Source: an optimization exercise on an open RTL-to-GDS flow (aim: small area, a short achievable clock period and few clock cycles per item). Production flows keep margins and buffers that such runs may drop. In this exercise RTL edits were held to simulation tests only and were not proved equivalent to the original.

==> run a: inputs <==
==> flow/design.v <==
`default_nettype none
package kct_pkg;
	localparam int KCT_ENTRIES    = 16;
	localparam int KCT_KEY_BITS   = 8;
	localparam int KCT_COUNT_BITS = 16;
	typedef enum logic [1:0] {
		REQ_ADD     = 2'd0,
		REQ_CONSUME = 2'd1,
		REQ_QUERY   = 2'd2,
		REQ_CLEAR   = 2'd3
	} req_t;
	typedef enum logic [2:0] {
		STS_DONE     = 3'd0,
		STS_INVALID  = 3'd1,
		STS_FULL     = 3'd2,
		STS_SHORT    = 3'd3,
		STS_OVERFLOW = 3'd4
	} status_t;
endpackage
`default_nettype wire
`default_nettype none
module kct_cell #(
	parameter int KEY_BITS   = kct_pkg::KCT_KEY_BITS,
	parameter int COUNT_BITS = kct_pkg::KCT_COUNT_BITS
) (
	input  wire logic                  clk,
	input  wire logic                  arst_n,
	input  wire logic                  clr,       
	input  wire logic                  claim,     
	input  wire logic                  remove,    
	input  wire logic                  wr,        
	input  wire logic [KEY_BITS-1:0]   wkey,
	input  wire logic [COUNT_BITS-1:0] wcnt,
	input  wire logic [KEY_BITS-1:0]   in_key,
	output logic                       valid,
	output logic [COUNT_BITS-1:0]      cnt,
	output logic                       match_d
);
	logic                  valid_q;
	logic [KEY_BITS-1:0]   key_q;
	logic [COUNT_BITS-1:0] cnt_q;
	logic                  valid_d;
	logic [KEY_BITS-1:0]   key_d;
	always_comb begin
		if (clr)
			valid_d = 1'b0;
		else if (claim)
			valid_d = 1'b1;
		else if (remove)
			valid_d = 1'b0;
		else
			valid_d = valid_q;
		key_d   = claim ? wkey : key_q;
		match_d = valid_d && (key_d == in_key);
	end
	always_ff @(posedge clk or negedge arst_n) begin
		if (!arst_n)
			valid_q <= 1'b0;
		else
			valid_q <= valid_d;
	end
	always_ff @(posedge clk) begin
		key_q <= key_d;
		if (wr)
			cnt_q <= wcnt;
	end
	assign valid = valid_q;
	assign cnt   = cnt_q;
endmodule
`default_nettype wire
`default_nettype none
module keyed_count_table_top #(
	parameter int ENTRIES    = kct_pkg::KCT_ENTRIES,
	parameter int KEY_BITS   = kct_pkg::KCT_KEY_BITS,
	parameter int COUNT_BITS = kct_pkg::KCT_COUNT_BITS
) (
	input  wire logic        clk,
	input  wire logic        arst_n,
	input  wire logic        in_valid,
	output logic             in_ready,
	input  wire logic [1:0]  req_type,
	input  wire logic [7:0]  item_key,
	input  wire logic [15:0] amount,
	output logic             out_valid,
	input  wire logic        out_ready,
	output logic [2:0]       status,
	output logic             enough,
	output logic [15:0]      held_count
);
	logic [ENTRIES-1:0]    t_valid;
	logic [COUNT_BITS-1:0] t_cnt [ENTRIES];
	logic [ENTRIES-1:0]    t_match_d;
	logic [ENTRIES-1:0]    t_claim;
	logic [ENTRIES-1:0]    t_remove;
	logic [ENTRIES-1:0]    t_wr;
	logic                  e_vld_q;
	logic [1:0]            e_op_q;
	logic [KEY_BITS-1:0]   e_key_q;
	logic [15:0]           e_amt_q;
	logic [ENTRIES-1:0]    e_match_q;
	logic                  rdy_q;
	logic                  o_vld_q;
	logic [2:0]            o_sts_q;
	logic                  o_en_q;
	logic [15:0]           o_held_q;
	logic                  s_vld_q;
	logic [2:0]            s_sts_q;
	logic                  s_en_q;
	logic [15:0]           s_held_q;
	logic                  accept;
	logic                  exec;
	logic                  o_load;
	logic                  e_vld_d;
	logic                  s_vld_d;
	logic                  trivial;
	logic                  found;
	logic                  full;
	logic [ENTRIES-1:0]    free_oh;
	logic                  all_below;
	logic [COUNT_BITS-1:0] held;
	logic [COUNT_BITS:0]   sum;
	logic [COUNT_BITS:0]   diff;
	logic                  ovf;
	logic                  covers;
	logic                  is_add;
	logic                  is_con;
	logic                  is_qry;
	logic                  is_clr;
	logic                  do_set;
	logic                  do_claim;
	logic                  do_remove;
	logic [COUNT_BITS-1:0] wcnt;
	kct_pkg::status_t      r_sts;
	logic                  r_en;
	logic [15:0]           r_held;
	for (genvar i = 0; i < ENTRIES; i++) begin : g_cell
		kct_cell #(
			.KEY_BITS   (KEY_BITS),
			.COUNT_BITS (COUNT_BITS)
		) u_cell (
			.clk     (clk),
			.arst_n  (arst_n),
			.clr     (exec && is_clr),
			.claim   (t_claim[i]),
			.remove  (t_remove[i]),
			.wr      (t_wr[i]),
			.wkey    (e_key_q),
			.wcnt    (wcnt),
			.in_key  (item_key),
			.valid   (t_valid[i]),
			.cnt     (t_cnt[i]),
			.match_d (t_match_d[i])
		);
	end
	always_comb begin
		is_add  = (e_op_q == kct_pkg::REQ_ADD);
		is_con  = (e_op_q == kct_pkg::REQ_CONSUME);
		is_qry  = (e_op_q == kct_pkg::REQ_QUERY);
		is_clr  = (e_op_q == kct_pkg::REQ_CLEAR);
		trivial = (e_key_q == '0) || (e_amt_q == '0);
		found   = |e_match_q;
		full    = &t_valid;
		held    = '0;
		for (int i = 0; i < ENTRIES; i++)
			held = held | (t_cnt[i] & {COUNT_BITS{e_match_q[i]}});
		all_below = 1'b1;
		for (int i = 0; i < ENTRIES; i++) begin
			free_oh[i] = !t_valid[i] && all_below;
			all_below  = all_below && t_valid[i];
		end
		sum     = {1'b0, held} + {1'b0, e_amt_q};
		diff    = {1'b0, held} - {1'b0, e_amt_q};
		ovf     = sum[COUNT_BITS];
		covers  = !diff[COUNT_BITS];
		wcnt    = is_add ? sum[COUNT_BITS-1:0] : diff[COUNT_BITS-1:0];
		do_set    = exec && !trivial && found && ((is_add && !ovf) || (is_con && covers));
		do_claim  = exec && !trivial && !found && is_add && !full;
		do_remove = exec && !trivial && is_con && (held == e_amt_q);
		for (int i = 0; i < ENTRIES; i++) begin
			t_claim[i]  = do_claim && free_oh[i];
			t_remove[i] = do_remove && e_match_q[i];
			t_wr[i]     = t_claim[i] || (do_set && e_match_q[i]);
		end
		r_sts  = kct_pkg::STS_DONE;
		r_en   = 1'b1;
		r_held = held;
		unique case (e_op_q)
			kct_pkg::REQ_ADD: begin
				if (trivial) begin
					r_sts = kct_pkg::STS_INVALID;
				end else if (ovf) begin
					r_sts = kct_pkg::STS_OVERFLOW;
					r_en  = covers;
				end else if (!found && full) begin
					r_sts  = kct_pkg::STS_FULL;
					r_en   = 1'b0;
					r_held = '0;
				end else begin
					r_held = sum[COUNT_BITS-1:0];
				end
			end
			kct_pkg::REQ_CONSUME: begin
				if (trivial) begin
					r_en = 1'b1;
				end else if (!covers) begin
					r_sts = kct_pkg::STS_SHORT;
					r_en  = 1'b0;
				end else begin
					r_held = diff[COUNT_BITS-1:0];
				end
			end
			kct_pkg::REQ_QUERY: begin
				r_en = trivial || covers;
			end
			default: begin
				r_en   = trivial;
				r_held = '0;
			end
		endcase
	end
	always_comb begin
		in_ready = rdy_q;
		accept   = in_valid && rdy_q;
		exec     = e_vld_q && !s_vld_q;
		o_load   = !o_vld_q || out_ready;
		e_vld_d  = accept || (e_vld_q && !exec);
		s_vld_d  = s_vld_q ? !out_ready : (exec && !o_load);
	end
	always_ff @(posedge clk or negedge arst_n) begin
		if (!arst_n) begin
			rdy_q   <= 1'b1;
			e_vld_q <= 1'b0;
			o_vld_q <= 1'b0;
			s_vld_q <= 1'b0;
		end else begin
			rdy_q   <= !(e_vld_d && s_vld_d);
			e_vld_q <= e_vld_d;
			s_vld_q <= s_vld_d;
			if (o_load)
				o_vld_q <= s_vld_q || exec;
		end
	end
	always_ff @(posedge clk) begin
		if (accept) begin
			e_op_q    <= req_type;
			e_key_q   <= item_key;
			e_amt_q   <= amount;
			e_match_q <= t_match_d;
		end
		if (o_load) begin
			if (s_vld_q) begin
				o_sts_q  <= s_sts_q;
				o_en_q   <= s_en_q;
				o_held_q <= s_held_q;
			end else begin
				o_sts_q  <= r_sts;
				o_en_q   <= r_en;
				o_held_q <= r_held;
			end
		end
		if (exec && !o_load) begin
			s_sts_q  <= r_sts;
			s_en_q   <= r_en;
			s_held_q <= r_held;
		end
	end
	assign out_valid  = o_vld_q;
	assign status     = o_sts_q;
	assign enough     = o_en_q;
	assign held_count = o_held_q;
endmodule
`default_nettype wire
==> flow/run.sh <==
#!/bin/bash
# synth_recipe.tcl (not shown) runs the flow's synth.tcl, then flattens the netlist and writes it again
# the make line also repeats each setting of config.mk as NAME=value (left out here)
make -C /OpenROAD-flow-scripts/flow DESIGN_CONFIG=/design/flow/config.mk WORK_HOME=/design/flow/orfs CLKGATE_MAP_FILE= SYNTH_SCRIPT=/design/flow/synth_recipe.tcl finish
==> flow/config.mk <==
export PLATFORM = sky130hd
export DESIGN_NAME = keyed_count_table_top
export DESIGN_NICKNAME = keyed_count_table_top
export VERILOG_FILES = /design/flow/design.v
export SDC_FILE = /design/flow/constraint.sdc
export NUM_CORES = 4
export LEC_CHECK = 0
export ABC_CLOCK_PERIOD_IN_PS = 4000
export CAP_MARGIN = 20
export CORE_MARGIN = 2
export CORE_UTILIZATION = 40
export PLACE_DENSITY = 0.6
export SETUP_SLACK_MARGIN = 4.0
export SLEW_MARGIN = 20
==> flow/constraint.sdc <==
create_clock -name core_clock -period 8.0 [get_ports {clk}]
set_input_delay 1.6000 -clock core_clock [delete_from_list [all_inputs] [get_ports {clk}]]
set_output_delay 1.6000 -clock core_clock [all_outputs]
set_load 0.01 [all_outputs]
==> run b: changes against run a <==
==> flow/design.v, changed modules only <==
module kct_cell #(
	parameter int KEY_BITS   = kct_pkg::KCT_KEY_BITS,
	parameter int COUNT_BITS = kct_pkg::KCT_COUNT_BITS
) (
	input  wire logic                  clk,
	input  wire logic                  arst_n,
	input  wire logic                  clr,       
	input  wire logic                  claim,     
	input  wire logic                  remove,    
	input  wire logic                  wr,        
	input  wire logic [KEY_BITS-1:0]   wkey,
	input  wire logic [COUNT_BITS-1:0] wcnt,
	input  wire logic [KEY_BITS-1:0]   cmp_key,
	output logic                       valid,
	output logic [COUNT_BITS-1:0]      cnt,
	output logic                       hit       
);
	logic                  valid_q;
	logic [KEY_BITS-1:0]   key_q;
	logic [COUNT_BITS-1:0] cnt_q;
	logic                  valid_d;
	always_comb begin
		if (clr)
			valid_d = 1'b0;
		else if (claim)
			valid_d = 1'b1;
		else if (remove)
			valid_d = 1'b0;
		else
			valid_d = valid_q;
		hit = valid_q && (key_q == cmp_key);
	end
	always_ff @(posedge clk or negedge arst_n) begin
		if (!arst_n)
			valid_q <= 1'b0;
		else
			valid_q <= valid_d;
	end
	always_ff @(posedge clk) begin
		if (claim)
			key_q <= wkey;
		if (wr)
			cnt_q <= wcnt;
	end
	assign valid = valid_q;
	assign cnt   = cnt_q;
endmodule
module keyed_count_table_top #(
	parameter int ENTRIES    = kct_pkg::KCT_ENTRIES,
	parameter int KEY_BITS   = kct_pkg::KCT_KEY_BITS,
	parameter int COUNT_BITS = kct_pkg::KCT_COUNT_BITS
) (
	input  wire logic        clk,
	input  wire logic        arst_n,
	input  wire logic        in_valid,
	output logic             in_ready,
	input  wire logic [1:0]  req_type,
	input  wire logic [7:0]  item_key,
	input  wire logic [15:0] amount,
	output logic             out_valid,
	input  wire logic        out_ready,
	output logic [2:0]       status,
	output logic             enough,
	output logic [15:0]      held_count
);
	logic [ENTRIES-1:0]    t_valid;
	logic [COUNT_BITS-1:0] t_cnt [ENTRIES];
	logic [ENTRIES-1:0]    t_hit;
	logic [ENTRIES-1:0]    t_claim;
	logic [ENTRIES-1:0]    t_remove;
	logic [ENTRIES-1:0]    t_wr;
	logic                  r_vld_q;
	logic [1:0]            r_op_q;
	logic [KEY_BITS-1:0]   r_key_q;
	logic [15:0]           r_amt_q;
	logic                  x_vld_q;
	logic [1:0]            x_op_q;
	logic [KEY_BITS-1:0]   x_key_q;
	logic [15:0]           x_amt_q;
	logic                  x_triv_q;
	logic                  x_found_q;
	logic [ENTRIES-1:0]    x_match_q;
	logic [COUNT_BITS-1:0] x_held_q;
	logic                  rdy_q;
	logic                  o_vld_q;
	logic [2:0]            o_sts_q;
	logic                  o_en_q;
	logic [15:0]           o_held_q;
	logic                  s_vld_q;
	logic [2:0]            s_sts_q;
	logic                  s_en_q;
	logic [15:0]           s_held_q;
	logic                  accept;
	logic                  exec;
	logic                  r_to_x;
	logic                  o_load;
	logic                  r_vld_d;
	logic                  x_vld_d;
	logic                  s_vld_d;
	logic                  same;
	logic                  x_clr;
	logic [ENTRIES-1:0]    match_d;
	logic [COUNT_BITS-1:0] held_tab;
	logic [COUNT_BITS-1:0] held_d;
	logic                  full;
	logic                  all_below;
	logic [ENTRIES-1:0]    free_oh;
	logic [COUNT_BITS:0]   sum;
	logic [COUNT_BITS:0]   diff;
	logic                  ovf;
	logic                  covers;
	logic                  sel_sum;
	logic                  sel_diff;
	logic                  is_add;
	logic                  is_con;
	logic                  do_claim;
	logic                  do_remove;
	kct_pkg::status_t      r_sts;
	logic                  r_en;
	logic [15:0]           r_held;
	for (genvar i = 0; i < ENTRIES; i++) begin : g_cell
		kct_cell #(
			.KEY_BITS   (KEY_BITS),
			.COUNT_BITS (COUNT_BITS)
		) u_cell (
			.clk     (clk),
			.arst_n  (arst_n),
			.clr     (x_clr),
			.claim   (t_claim[i]),
			.remove  (t_remove[i]),
			.wr      (t_wr[i]),
			.wkey    (x_key_q),
			.wcnt    (r_held),
			.cmp_key (r_key_q),
			.valid   (t_valid[i]),
			.cnt     (t_cnt[i]),
			.hit     (t_hit[i])
		);
	end
	always_comb begin
		is_add = (x_op_q == kct_pkg::REQ_ADD);
		is_con = (x_op_q == kct_pkg::REQ_CONSUME);
		x_clr  = exec && (x_op_q == kct_pkg::REQ_CLEAR);
		full   = &t_valid;
		all_below = 1'b1;
		for (int i = 0; i < ENTRIES; i++) begin
			free_oh[i] = !t_valid[i] && all_below;
			all_below  = all_below && t_valid[i];
		end
		sum    = {1'b0, x_held_q} + {1'b0, x_amt_q};
		diff   = {1'b0, x_held_q} - {1'b0, x_amt_q};
		ovf    = sum[COUNT_BITS];
		covers = !diff[COUNT_BITS];
		do_claim  = exec && is_add && !x_triv_q && !x_found_q;
		do_remove = exec && is_con && !x_triv_q && (x_held_q == x_amt_q);
		for (int i = 0; i < ENTRIES; i++) begin
			t_claim[i]  = do_claim && free_oh[i];
			t_remove[i] = do_remove && x_match_q[i];
			t_wr[i]     = t_claim[i] || (exec && x_match_q[i]);
		end
		sel_sum  = !x_triv_q && is_add && !ovf && (x_found_q || !full);
		sel_diff = !x_triv_q && is_con && covers;
		r_held   = sel_sum ? sum[COUNT_BITS-1:0] : sel_diff ? diff[COUNT_BITS-1:0] : x_held_q;
		r_sts  = kct_pkg::STS_DONE;
		r_en   = 1'b1;
		unique case (x_op_q)
			kct_pkg::REQ_ADD: begin
				if (x_triv_q) begin
					r_sts = kct_pkg::STS_INVALID;
				end else if (ovf) begin
					r_sts = kct_pkg::STS_OVERFLOW;
					r_en  = covers;
				end else if (!x_found_q && full) begin
					r_sts = kct_pkg::STS_FULL;
					r_en  = 1'b0;
				end
			end
			kct_pkg::REQ_CONSUME: begin
				if (!x_triv_q && !covers) begin
					r_sts = kct_pkg::STS_SHORT;
					r_en  = 1'b0;
				end
			end
			kct_pkg::REQ_QUERY: begin
				r_en = x_triv_q || covers;
			end
			default: begin
				r_en = x_triv_q;
			end
		endcase
	end
	always_comb begin
		same     = x_vld_q && (r_key_q == x_key_q);
		held_tab = '0;
		for (int i = 0; i < ENTRIES; i++)
			held_tab = held_tab | (t_cnt[i] & {COUNT_BITS{t_hit[i]}});
		if (x_clr) begin
			match_d = '0;
		end else if (same) begin
			match_d = t_claim | (x_match_q & ~t_remove);
		end else begin
			match_d = t_hit;
		end
		if (x_clr || r_op_q == kct_pkg::REQ_CLEAR)
			held_d = '0;
		else if (same)
			held_d = r_held;
		else
			held_d = held_tab;
	end
	always_comb begin
		in_ready = rdy_q;
		accept   = in_valid && rdy_q;
		exec     = x_vld_q && !s_vld_q;
		r_to_x   = r_vld_q && (!x_vld_q || exec);
		o_load   = !o_vld_q || out_ready;
		r_vld_d  = accept || (r_vld_q && !r_to_x);
		x_vld_d  = r_to_x || (x_vld_q && !exec);
		s_vld_d  = s_vld_q ? !out_ready : (exec && !o_load);
	end
	always_ff @(posedge clk or negedge arst_n) begin
		if (!arst_n) begin
			rdy_q   <= 1'b1;
			r_vld_q <= 1'b0;
			x_vld_q <= 1'b0;
			o_vld_q <= 1'b0;
			s_vld_q <= 1'b0;
		end else begin
			rdy_q   <= !(r_vld_d && x_vld_d && s_vld_d);
			r_vld_q <= r_vld_d;
			x_vld_q <= x_vld_d;
			s_vld_q <= s_vld_d;
			if (o_load)
				o_vld_q <= s_vld_q || exec;
		end
	end
	always_ff @(posedge clk) begin
		if (accept) begin
			r_op_q  <= req_type;
			r_key_q <= item_key;
			r_amt_q <= amount;
		end
		if (r_to_x) begin
			x_op_q    <= r_op_q;
			x_key_q   <= r_key_q;
			x_amt_q   <= r_amt_q;
			x_triv_q  <= (r_key_q == '0) || (r_amt_q == '0);
			x_found_q <= |match_d;
			x_match_q <= match_d;
			x_held_q  <= held_d;
		end
		if (o_load) begin
			if (s_vld_q) begin
				o_sts_q  <= s_sts_q;
				o_en_q   <= s_en_q;
				o_held_q <= s_held_q;
			end else begin
				o_sts_q  <= r_sts;
				o_en_q   <= r_en;
				o_held_q <= r_held;
			end
		end
		if (exec && !o_load) begin
			s_sts_q  <= r_sts;
			s_en_q   <= r_en;
			s_held_q <= r_held;
		end
	end
	assign out_valid  = o_vld_q;
	assign status     = o_sts_q;
	assign enough     = o_en_q;
	assign held_count = o_held_q;
endmodule
ABC_CLOCK_PERIOD_IN_PS = unset   (was 4000)
CORE_UTILIZATION = 55   (was 40)
PLACE_DENSITY = 0.75   (was 0.6)
SETUP_SLACK_MARGIN = 5.0   (was 4.0)
==> run notes <==
Post-synth EDFFs 510; status timing/DRC/antenna clean; final WL 67300 µm; Simple-Gate Fraction of Synth Area 7.78%; Syn Area/Cell 14.9 µm²
the above is filed under run b

==> run notes <==
status timing/DRC/antenna clean; # fillers 4379; Post-synth EDFFs 338; Simple-Gate Fraction of Synth Area 10.9%; Max Cap Viol 0; Syn Area/Cell 12.4 µm²; final WL 79000 µm
the above is filed under run a

Testbench counts of run a, summed over its fixed seeds: cycles 12,016, items 12,000.
Testbench counts of run b, summed over its fixed seeds: cycles 12,024, items 12,000.

-- separate check: timing with driven ports --
Ports are ideal in the flow. The routed layouts listed here were re-timed in OpenROAD. Step 1, drivers: a clkbuf_16 drives clk and a buf_2 each remaining input, both assumed. Step 2 also shifts input and output timing later by t, the mid clock arrival at the registers, as if the neighbouring blocks saw the same clock. Three values: no drivers, after step 1, after step 2; two values: the first two.
| run | t (ns) | slack for setup (ns) | latest minus earliest clock arrival (ns) |
|---|---|---|---|
| run a | 0.664 | 3.590 / 3.590 / 3.517 | 0.048 / 0.048 |
| run b | 0.658 | 4.663 / 4.663 / 4.476 | 0.030 / 0.030 |
After both steps every run listed still meets setup and hold. For run b, which loses most, drivers alone change the setup slack by 0.000 ns; drivers and shift together by -0.187 ns.
